From an optimization exercise on the open Yosys and OpenROAD flow, aimed at small area and a short achievable clock period; shortcuts taken in it are not production practice.
Function not checked in this run: the RTL went through the layout flow alone.
Power figures rest on the tool's default switching activity, not on a simulated workload.

==> flow/run.sh <==
#!/bin/bash
# synth_recipe.tcl (not shown) runs the flow's synth.tcl, then flattens the netlist and writes it again
# the make line also repeats each setting of config.mk as NAME=value (left out here)
make -C /OpenROAD-flow-scripts/flow DESIGN_CONFIG=/design/flow/config.mk WORK_HOME=/design/flow/orfs CLKGATE_MAP_FILE= SYNTH_SCRIPT=/design/flow/synth_recipe.tcl finish
==> flow/config.mk <==
export PLATFORM = sky130hd
export DESIGN_NAME = alu_pipeline_top
export DESIGN_NICKNAME = alu_pipeline_top
export VERILOG_FILES = /design/flow/design.v
export SDC_FILE = /design/flow/constraint.sdc
export NUM_CORES = 4
export LEC_CHECK = 0
export CAP_MARGIN = 20
export CORE_MARGIN = 2
export CORE_UTILIZATION = 55
export CTS_BUF_LIST = sky130_fd_sc_hd__clkbuf_16
export CTS_CLUSTER_DIAMETER = 100
export CTS_CLUSTER_SIZE = 30
export SETUP_SLACK_MARGIN = 2.8
export SLEW_MARGIN = 20
==> flow/constraint.sdc <==
create_clock -name core_clock -period 6.0 [get_ports {i_clk}]
set_input_delay 1.2000 -clock core_clock [delete_from_list [all_inputs] [get_ports {i_clk}]]
set_output_delay 1.2000 -clock core_clock [all_outputs]
set_load 0.01 [all_outputs]
==> flow/design.v <==
`default_nettype none
package cpu_pkg;
    localparam int XLEN       = 32;
    localparam int REG_ADDR_W = 5;
    localparam int NUM_REGS   = 32;
    localparam int SHAMT_W    = 5;
    typedef logic [XLEN-1:0]       word_t;
    typedef logic [REG_ADDR_W-1:0] reg_addr_t;
    localparam logic [6:0] OPC_OP     = 7'b0110011;
    localparam logic [6:0] OPC_OP_IMM = 7'b0010011;
endpackage
`default_nettype wire
`timescale 1ns/1ps
`default_nettype none
module alu (
    input  logic [7:0]     i_sel,
    input  logic           i_sub,
    input  logic           i_sra,
    input  cpu_pkg::word_t i_a,
    input  cpu_pkg::word_t i_b,
    input  logic           i_mask_a,    
    input  logic           i_mask_b,    
    output cpu_pkg::word_t o_result,
    output cpu_pkg::word_t o_fwd_a,     
    output cpu_pkg::word_t o_fwd_b      
);
    cpu_pkg::word_t bx;
    cpu_pkg::word_t p;
    cpu_pkg::word_t g;
    logic [32*6-1:0] gp;    
    logic [32*6-1:0] pp;    
    logic [32:0]    carry;
    cpu_pkg::word_t sum;
    logic           lt_signed;
    logic           lt_unsigned;
    cpu_pkg::word_t a_rev;
    cpu_pkg::word_t sh_in;
    cpu_pkg::word_t sh_out;
    cpu_pkg::word_t sh_rev;
    logic           fill;
    assign bx = i_b ^ {32{i_sub}};
    assign p  = i_a ^ bx;
    assign g  = i_a & bx;
    always_comb begin
        gp[31:0] = g;
        pp[31:0] = p;
        for (int l = 0; l < 5; l++) begin
            for (int i = 0; i < 32; i++) begin
                if (((i >> l) & 1) == 1) begin
                    gp[(l+1)*32 + i] = gp[l*32 + i] |
                                       (pp[l*32 + i] & gp[l*32 + ((i >> l) << l) - 1]);
                    pp[(l+1)*32 + i] = pp[l*32 + i] & pp[l*32 + ((i >> l) << l) - 1];
                end else begin
                    gp[(l+1)*32 + i] = gp[l*32 + i];
                    pp[(l+1)*32 + i] = pp[l*32 + i];
                end
            end
        end
    end
    assign carry[0] = i_sub;
    for (genvar i = 0; i < 32; i++) begin : g_carry
        assign carry[i+1] = gp[5*32 + i] | (pp[5*32 + i] & i_sub);
    end
    assign sum = p ^ carry[31:0];
    assign lt_unsigned = ~carry[32];
    assign lt_signed   = (i_a[31] ^ i_b[31]) ? i_a[31] : sum[31];
    always_comb begin
        for (int i = 0; i < 32; i++) begin
            a_rev[i] = i_a[31-i];
        end
    end
    assign sh_in  = i_sel[1] ? a_rev : i_a;
    assign fill   = i_sra & i_a[31] & i_sel[5];
    assign sh_out = cpu_pkg::word_t'($signed({fill, sh_in}) >>> i_b[4:0]);
    always_comb begin
        for (int i = 0; i < 32; i++) begin
            sh_rev[i] = sh_out[31-i];
        end
    end
    assign o_result = ({32{i_sel[0]}} & sum)
                    | ({32{i_sel[1]}} & sh_rev)
                    | {31'd0, (i_sel[2] & lt_signed) | (i_sel[3] & lt_unsigned)}
                    | ({32{i_sel[4]}} & p)
                    | ({32{i_sel[5]}} & sh_out)
                    | ({32{i_sel[6]}} & (p | g))
                    | ({32{i_sel[7]}} & g);
    assign o_fwd_a  = o_result & {32{i_mask_a}};
    assign o_fwd_b  = o_result & {32{i_mask_b}};
endmodule
`default_nettype wire
`timescale 1ns/1ps
`default_nettype none
module ctrl_unit (
    input  cpu_pkg::word_t i_instr,       
    input  logic           i_instr_vld,
    output logic           o_wen,         
    output logic           o_imm_sel,     
    input  logic [31:12]   i_id_instr,    
    input  logic           i_id_imm_sel,
    output logic           o_sub,         
    output cpu_pkg::word_t o_imm
);
    logic [6:0] opcode;
    logic       is_op;
    logic       is_op_imm;
    logic [2:0] funct3;
    assign opcode    = i_instr[6:0];
    assign is_op     = (opcode == cpu_pkg::OPC_OP);
    assign is_op_imm = (opcode == cpu_pkg::OPC_OP_IMM);
    assign o_wen     = i_instr_vld && (is_op || is_op_imm) && (i_instr[11:7] != 5'd0);
    assign o_imm_sel = is_op_imm;
    assign funct3 = i_id_instr[14:12];
    assign o_sub  = (funct3 == 3'b000 && !i_id_imm_sel && i_id_instr[30]) ||
                    (funct3 == 3'b010) || (funct3 == 3'b011);
    assign o_imm = (funct3 == 3'b001 || funct3 == 3'b101) ?
                   {27'd0, i_id_instr[24:20]} :
                   {{20{i_id_instr[31]}}, i_id_instr[31:20]};
endmodule
`default_nettype wire
`timescale 1ns/1ps
`default_nettype none
module reg_file (
    input  logic           i_clk,
    input  logic           i_rst,
    input  logic           i_wr_en,
    input  logic [4:0]     i_wr_addr,
    input  cpu_pkg::word_t i_wr_data,
    output logic [31:1]    o_valid,      
    input  logic [31:1]    i_sel1,
    input  logic [31:1]    i_sel2,
    input  logic           i_byp1,       
    input  logic           i_byp2,       
    input  cpu_pkg::word_t i_byp_data,
    output cpu_pkg::word_t o_rs1_data,
    output cpu_pkg::word_t o_rs2_data
);
    cpu_pkg::word_t regs [1:31];
    logic [31:1]    valid;
    for (genvar i = 1; i < 32; i++) begin : g_reg
        logic we;
        assign we = i_wr_en && (i_wr_addr == i);
        always_ff @(posedge i_clk or posedge i_rst) begin
            if (i_rst) begin
                valid[i] <= 1'b0;
            end else if (we) begin
                valid[i] <= 1'b1;
            end
        end
        always_ff @(posedge i_clk) begin
            if (we) begin
                regs[i] <= i_wr_data;
            end
        end
        assign o_valid[i] = valid[i] | we;
    end
    always_comb begin
        o_rs1_data = {32{i_byp1}} & i_byp_data;
        o_rs2_data = {32{i_byp2}} & i_byp_data;
        for (int i = 1; i < 32; i++) begin
            o_rs1_data = o_rs1_data | ({32{i_sel1[i]}} & regs[i]);
            o_rs2_data = o_rs2_data | ({32{i_sel2[i]}} & regs[i]);
        end
    end
endmodule
`default_nettype wire
`timescale 1ns/1ps
`default_nettype none
module decode_stage (
    input  logic           i_clk,
    input  logic           i_rst,
    input  logic           i_instr_vld,
    input  cpu_pkg::word_t i_instr,
    input  logic           i_mem_vld,
    input  logic [4:0]     i_mem_rd,
    input  cpu_pkg::word_t i_mem_data,
    output logic           o_ex_vld,
    output logic [4:0]     o_ex_rd,
    output logic           o_fwd_a,     
    output logic           o_fwd_b,     
    output cpu_pkg::word_t o_ex_a,
    output cpu_pkg::word_t o_ex_b,
    output logic [2:0]     o_ex_f3,
    output logic           o_ex_sub,
    output logic           o_ex_sra
);
    logic [4:0]     pre_rs1;
    logic [4:0]     pre_rs2;
    logic           pre_wen;
    logic           pre_imm_sel;
    logic           pre_fwd_a;
    logic           pre_fwd_b;
    logic           pre_byp1;
    logic           pre_byp2;
    logic [31:1]    pre_sel1;
    logic [31:1]    pre_sel2;
    logic [31:1]    valid_next;
    logic           if_wen;
    logic           if_imm_sel;
    logic [31:7]    if_instr;
    logic           if_byp1;
    logic           if_byp2;
    logic [31:1]    if_sel1;
    logic [31:1]    if_sel2;
    logic           id_sub;
    cpu_pkg::word_t id_imm;
    cpu_pkg::word_t id_rs1_data;
    cpu_pkg::word_t id_rs2_data;
    ctrl_unit u_ctrl (
        .i_instr      (i_instr),
        .i_instr_vld  (i_instr_vld),
        .o_wen        (pre_wen),
        .o_imm_sel    (pre_imm_sel),
        .i_id_instr   (if_instr[31:12]),
        .i_id_imm_sel (if_imm_sel),
        .o_sub        (id_sub),
        .o_imm        (id_imm)
    );
    assign pre_rs1   = i_instr[19:15];
    assign pre_rs2   = i_instr[24:20];
    assign pre_fwd_a = if_wen && (if_instr[11:7] == pre_rs1);
    assign pre_fwd_b = if_wen && (if_instr[11:7] == pre_rs2) && !pre_imm_sel;
    assign pre_byp1  = o_ex_vld && (o_ex_rd == pre_rs1) && !pre_fwd_a;
    assign pre_byp2  = o_ex_vld && (o_ex_rd == pre_rs2) && !pre_fwd_b && !pre_imm_sel;
    always_comb begin
        for (int i = 1; i < 32; i++) begin
            pre_sel1[i] = (pre_rs1 == i[4:0]) && valid_next[i] && !pre_fwd_a && !pre_byp1;
            pre_sel2[i] = (pre_rs2 == i[4:0]) && valid_next[i] && !pre_fwd_b && !pre_byp2 &&
                          !pre_imm_sel;
        end
    end
    always_ff @(posedge i_clk or posedge i_rst) begin
        if (i_rst) begin
            if_wen <= 1'b0;
        end else begin
            if_wen <= pre_wen;
        end
    end
    always_ff @(posedge i_clk) begin
        if_imm_sel <= pre_imm_sel;
        if_instr   <= i_instr[31:7];
        o_fwd_a    <= pre_fwd_a;
        o_fwd_b    <= pre_fwd_b;
        if_byp1    <= pre_byp1;
        if_byp2    <= pre_byp2;
        if_sel1    <= pre_sel1;
        if_sel2    <= pre_sel2;
    end
    reg_file u_regs (
        .i_clk       (i_clk),
        .i_rst       (i_rst),
        .i_wr_en     (i_mem_vld),
        .i_wr_addr   (i_mem_rd),
        .i_wr_data   (i_mem_data),
        .o_valid     (valid_next),
        .i_sel1      (if_sel1),
        .i_sel2      (if_sel2),
        .i_byp1      (if_byp1),
        .i_byp2      (if_byp2),
        .i_byp_data  (i_mem_data),
        .o_rs1_data  (id_rs1_data),
        .o_rs2_data  (id_rs2_data)
    );
    always_ff @(posedge i_clk or posedge i_rst) begin
        if (i_rst) begin
            o_ex_vld <= 1'b0;
        end else begin
            o_ex_vld <= if_wen;
        end
    end
    always_ff @(posedge i_clk) begin
        o_ex_rd  <= if_instr[11:7];
        o_ex_a   <= id_rs1_data;
        o_ex_b   <= id_rs2_data | ({32{if_imm_sel}} & id_imm);
        o_ex_f3  <= if_instr[14:12];
        o_ex_sub <= id_sub;
        o_ex_sra <= if_instr[30];
    end
endmodule
`default_nettype wire
`timescale 1ns/1ps
`default_nettype none
module execute_stage (
    input  logic           i_clk,
    input  logic           i_rst,
    input  logic           i_ex_vld,
    input  logic [4:0]     i_ex_rd,
    input  logic           i_fwd_a,     
    input  logic           i_fwd_b,     
    input  cpu_pkg::word_t i_ex_a,
    input  cpu_pkg::word_t i_ex_b,
    input  logic [2:0]     i_ex_f3,
    input  logic           i_ex_sub,
    input  logic           i_ex_sra,
    output logic           o_mem_vld,
    output logic [4:0]     o_mem_rd,
    output cpu_pkg::word_t o_mem_data,
    output logic           o_wb_vld,
    output logic [4:0]     o_wb_rd,
    output cpu_pkg::word_t o_wb_data
);
    cpu_pkg::word_t op_a;
    cpu_pkg::word_t op_b;
    cpu_pkg::word_t alu_result;
    cpu_pkg::word_t alu_fwd_a;
    cpu_pkg::word_t alu_fwd_b;
    cpu_pkg::word_t fwd_a_data;
    cpu_pkg::word_t fwd_b_data;
    assign op_a = i_ex_a | fwd_a_data;
    assign op_b = i_ex_b | fwd_b_data;
    alu u_alu (
        .i_sel    (8'd1 << i_ex_f3),
        .i_sub    (i_ex_sub),
        .i_sra    (i_ex_sra),
        .i_a      (op_a),
        .i_b      (op_b),
        .i_mask_a (i_fwd_a),
        .i_mask_b (i_fwd_b),
        .o_result (alu_result),
        .o_fwd_a  (alu_fwd_a),
        .o_fwd_b  (alu_fwd_b)
    );
    always_ff @(posedge i_clk or posedge i_rst) begin
        if (i_rst) begin
            o_mem_vld <= 1'b0;
            o_wb_vld  <= 1'b0;
        end else begin
            o_mem_vld <= i_ex_vld;
            o_wb_vld  <= o_mem_vld;
        end
    end
    always_ff @(posedge i_clk) begin
        o_mem_rd   <= i_ex_rd;
        o_mem_data <= alu_result;
        fwd_a_data <= alu_fwd_a;
        fwd_b_data <= alu_fwd_b;
        o_wb_rd    <= o_mem_rd;
        o_wb_data  <= o_mem_data;
    end
endmodule
`default_nettype wire
`timescale 1ns/1ps
`default_nettype none
module alu_pipeline_top (
    input  logic               i_clk,
    input  logic               i_rst,
    input  logic               i_instr_vld,
    input  cpu_pkg::word_t     i_instr,
    output logic               o_wb_vld,
    output cpu_pkg::reg_addr_t o_wb_rd,
    output cpu_pkg::word_t     o_wb_data
);
    logic           ex_vld;
    logic [4:0]     ex_rd;
    logic           fwd_a;
    logic           fwd_b;
    cpu_pkg::word_t ex_a;
    cpu_pkg::word_t ex_b;
    logic [2:0]     ex_f3;
    logic           ex_sub;
    logic           ex_sra;
    logic           mem_vld;
    logic [4:0]     mem_rd;
    cpu_pkg::word_t mem_data;
    decode_stage u_decode (
        .i_clk       (i_clk),
        .i_rst       (i_rst),
        .i_instr_vld (i_instr_vld),
        .i_instr     (i_instr),
        .i_mem_vld   (mem_vld),
        .i_mem_rd    (mem_rd),
        .i_mem_data  (mem_data),
        .o_ex_vld    (ex_vld),
        .o_ex_rd     (ex_rd),
        .o_fwd_a     (fwd_a),
        .o_fwd_b     (fwd_b),
        .o_ex_a      (ex_a),
        .o_ex_b      (ex_b),
        .o_ex_f3     (ex_f3),
        .o_ex_sub    (ex_sub),
        .o_ex_sra    (ex_sra)
    );
    execute_stage u_execute (
        .i_clk       (i_clk),
        .i_rst       (i_rst),
        .i_ex_vld    (ex_vld),
        .i_ex_rd     (ex_rd),
        .i_fwd_a     (fwd_a),
        .i_fwd_b     (fwd_b),
        .i_ex_a      (ex_a),
        .i_ex_b      (ex_b),
        .i_ex_f3     (ex_f3),
        .i_ex_sub    (ex_sub),
        .i_ex_sra    (ex_sra),
        .o_mem_vld   (mem_vld),
        .o_mem_rd    (mem_rd),
        .o_mem_data  (mem_data),
        .o_wb_vld    (o_wb_vld),
        .o_wb_rd     (o_wb_rd),
        .o_wb_data   (o_wb_data)
    );
endmodule
`default_nettype wire
==> summary.txt <==
Yosys cell counts, drive strengths merged, types with 14 or more instances:
library cell | instances | area (sq um)
edfxtp | 992 | 29800
a22oi | 754 | 5660
dfxtp | 299 | 5990
clkbuf | 228 | 861
nor2 | 191 | 719
nand4 | 156 | 976
a221oi | 147 | 1290
a22o | 143 | 1250
nand3 | 129 | 646
inv | 124 | 465
nand2 | 114 | 428
nor3 | 79 | 395
ha | 64 | 801
mux4 | 64 | 1450
a21oi | 62 | 310
or4 | 58 | 435
o21ai | 50 | 254
buf | 49 | 256
xnor2 | 46 | 403
or2 | 42 | 263
dfrtp | 35 | 876
and2 | 34 | 213
mux2i | 29 | 290
o211ai | 23 | 178
xor2 | 22 | 193
a211oi | 16 | 125
o22ai | 14 | 87.6
worst paths after layout:
check                                     start                       end  slack [ps]  depth (start not counted)
max reg2reg                   u_decode.o_ex_sub  u_execute.fwd_b_data[20]        2520                         14
min                        u_decode.if_instr[8]       u_decode.o_ex_rd[1]         360                          0
min in group asynchronous                 i_rst           u_decode.if_wen         860                          3
max in group asynchronous                 i_rst       u_execute.o_mem_vld        4780                          3
max                           u_decode.o_ex_sub  u_execute.fwd_b_data[20]        2520                         14
min reg2reg                u_decode.if_instr[8]       u_decode.o_ex_rd[1]         360                          0
layer usage:
layer | vias to the layer above | GRT usage
met3 | 1636 | 0.256
met5 | - | 0.0130
li1 | 16842 | -
met1 | 22409 | 0.618
met4 | 34 | 0.286
met2 | 5810 | 0.679
timing repair:
item                                    in CTS  in global routing
endpoints found under the setup margin      96                107
resized for setup                           86                142
setup buffers                               33                 38
pin swaps                                   23                 62
gates cloned                                 3                  2
sequential cells by signal (all words and copies together) (netlist names), 3 cells and up:
register               count
u_decode.o_ex_rd           5
u_decode.u_regs.regs     992
u_execute.o_mem_rd         5
u_decode.o_ex_f3           3
u_decode.u_regs.valid     31
u_decode.if_sel2          31
u_execute.fwd_b_data      32
u_execute.o_wb_rd          5
u_execute.fwd_a_data      32
u_execute.o_mem_data      32
u_decode.if_sel1          31
u_decode.if_instr         20
u_decode.o_ex_b           32
u_execute.o_wb_data       32
u_decode.o_ex_a           32
cell families after synthesis:
| family | Yosys count | share of synthesized area |
|---|---|---|
| buf+inv | 401 | 0.0283 |
| mux | 102 | 0.0330 |
| xor+xnor | 68 | 0.0106 |
| flops | 1326 | 0.655 |
| compound gates | 1302 | 0.178 |
| fa+ha+maj | 64 | 0.0143 |
| simple gates | 865 | 0.0810 |
metrics by stage:
step | setup slack (ps) | utilization | instance area [sq um]
4_1_cts | 2540 | 0.602 | 61000
3_3_place_gp | 1970 | 0.579 | 58700
5_1_grt | 2440 | 0.613 | 62100
6_report | 2520 | 0.613 | 62100
2_1_floorplan | 2580 | - | 56100
3_5_place_dp | 1940 | 0.580 | 58700
power breakdown:
group	leakage [uW]	switching [uW]	internal (uW)
registers	0.0136	101	9920
logic	0.00787	375	209
clock network	0.000888	2930	1640
cell type report:
cell class              instances  area [sq um]
fillers                      7791         39200
diodes                          5          12.5
repair buffers                279          2670
clock inverters                43           277
flip-flops and latches       1326         36800
well taps                    1368          1710
inverters                     124           465
clock buffers                  52          1300
multi-input cells            2401         18900
==> impl_metrics.json <==
{
  "status": "no timing/DRC/antenna violations",
  "ys.warnings.count": 5,
  "startpoint_type": "flop",
  "ys.flop_type": "edfxtp_1",
  "layout_commonest_cell": "edfxtp_1",
  "wl_mm": 263,
  "coreArea_sq_um": 101000,
  "syn_avg_cell_area_sq_um": 13.6,
  "synth-edff-count": 992,
  "fmax_mhz": 287,
  "cts_made_buffers": 52,
  "period_share": 0.580,
  "clk_pin_slew_ps": 110,
  "clkLatencyLatePin_ps": 760,
  "routed-via-count": 46731,
  "grt_pass1_wl_mm": 349,
  "skew_ps": 101,
  "cts_tree": "done",
  "rsz0062_at_grt": "true",
  "place_inst": 5421,
  "async_flop_share": 0.0264,
  "cts_buffer_depth": 3,
  "mostFrequentLayoutCells": "992 x edfxtp_1, 754 x a22oi_1, 209 x dfxtp_1, 166 x buf_4",
  "top_level_ports": 73,
  "instances_no_fill": 5598,
  "synth_fp_nets": 4227,
  "drive_gt1_frac": 0.149,
  "total_power_uw": 15200,
  "htreeDepth": 2,
  "nets": 4283,
  "path_common_cell": "buf_12",
  "dp_hpwl_mm": 142,
  "grtUsageTotal": 0.493,
  "port-buffer-count": 72,
  "synthDistinctLibCells": 89,
  "critPathBufInv": 4,
  "wl_met3_mm": 51.9,
  "setup_viol": 0,
  "tns_ps": 0,
  "met2_length_mm": 104,
  "top_layer": "met5",
  "syn-cell-area_sq_um": 56000,
  "crit_fanout": 6,
  "min_period_ps": 3480,
  "finalMaxSlewViolations": 0,
  "root_buffer": "clkbuf_16",
  "clock_sinks": 1326,
  "maxCapViolCount": 0,
  "slowest_stage": "or4_4",
  "fp.dieH_microns": 323,
  "layout-area-overhead-vs-synth_pct": 11.0,
  "viasPerCell": 8.35,
  "syn_inst": 4128,
  "leakage_uw": 0.0224,
  "p_per_area_nw_per_um2": 244,
  "route.detailed.drc": 0,
  "grt_pass1_vias": 43137,
  "wl_met1_mm": 84.4,
  "die-area_sq_um": 104000,
  "critPathKind": "reg -> reg",
  "cp_top_family": "compound AO/OA/AOI/OAI gates",
  "overflow": 0,
  "critPathMaxStageDelay_ps": 440,
  "hold_viol": 0,
  "yosysSeqAreaShare": 0.655,
  "gp_congestion": 1.04,
  "start_util": 0.553,
  "ys_ff_latch": 1326,
  "crit_chain": "buf_12 -> xnor2_4 -> ha_4 -> a21o_1 -> or4_4 -> o221ai_4 -> buf_12 -> nand3b_4 -> buf_6 -> buf_12 -> a221o_1 -> a21o_1 -> a211o_1 -> and2_1",
  "slew_headroom": 0.113,
  "wl_per_cell_microns": 47.0,
  "grt_max_degree": 49,
  "antenna_found_initial": 16,
  "fp.dieW_microns": 323,
  "postCtsHoldBufs": 0,
  "drtIter0Drc": 11998,
  "ant_nets": 0,
  "critPathCaptureType": "flop",
  "core.rowCount": 117,
  "hold_path_class": "reg -> reg",
  "crit_arrival_ps": 4080,
  "worst_slew_pin_slew_ps": 1330,
  "hold_ws_ps": 361,
  "vdd_drop_max_uv": 302,
  "dr.pass1.iters": 12,
  "cp.required_ps": 6600
}

## separate check: timing with driven ports
How much do the figures lean on ideal ports? The routed layout below was timed once more, with nothing changed but the port constraints. Step 1 (the two cells are an assumption about what drives the block):
set clk [get_ports {i_clk}]
set_driving_cell -lib_cell sky130_fd_sc_hd__clkbuf_16 $clk
set_driving_cell -lib_cell sky130_fd_sc_hd__buf_2 [delete_from_list [all_inputs] $clk]
Step 2 also shifts input and output timing later by t, the mid clock arrival at the registers, as if the neighbouring blocks saw the same clock. Slacks: ideal / step 1 / step 2; pairs: ideal / step 1.
t, ns: 0.788
slack for setup (ns): 2.521 / 2.521 / 2.135
hold slack, ns: 0.361 / 0.361 / 0.361
After both steps setup and hold are still met in this run. The setup slack of this run moves by 0.000 ns with the drivers and by -0.386 ns with both steps.
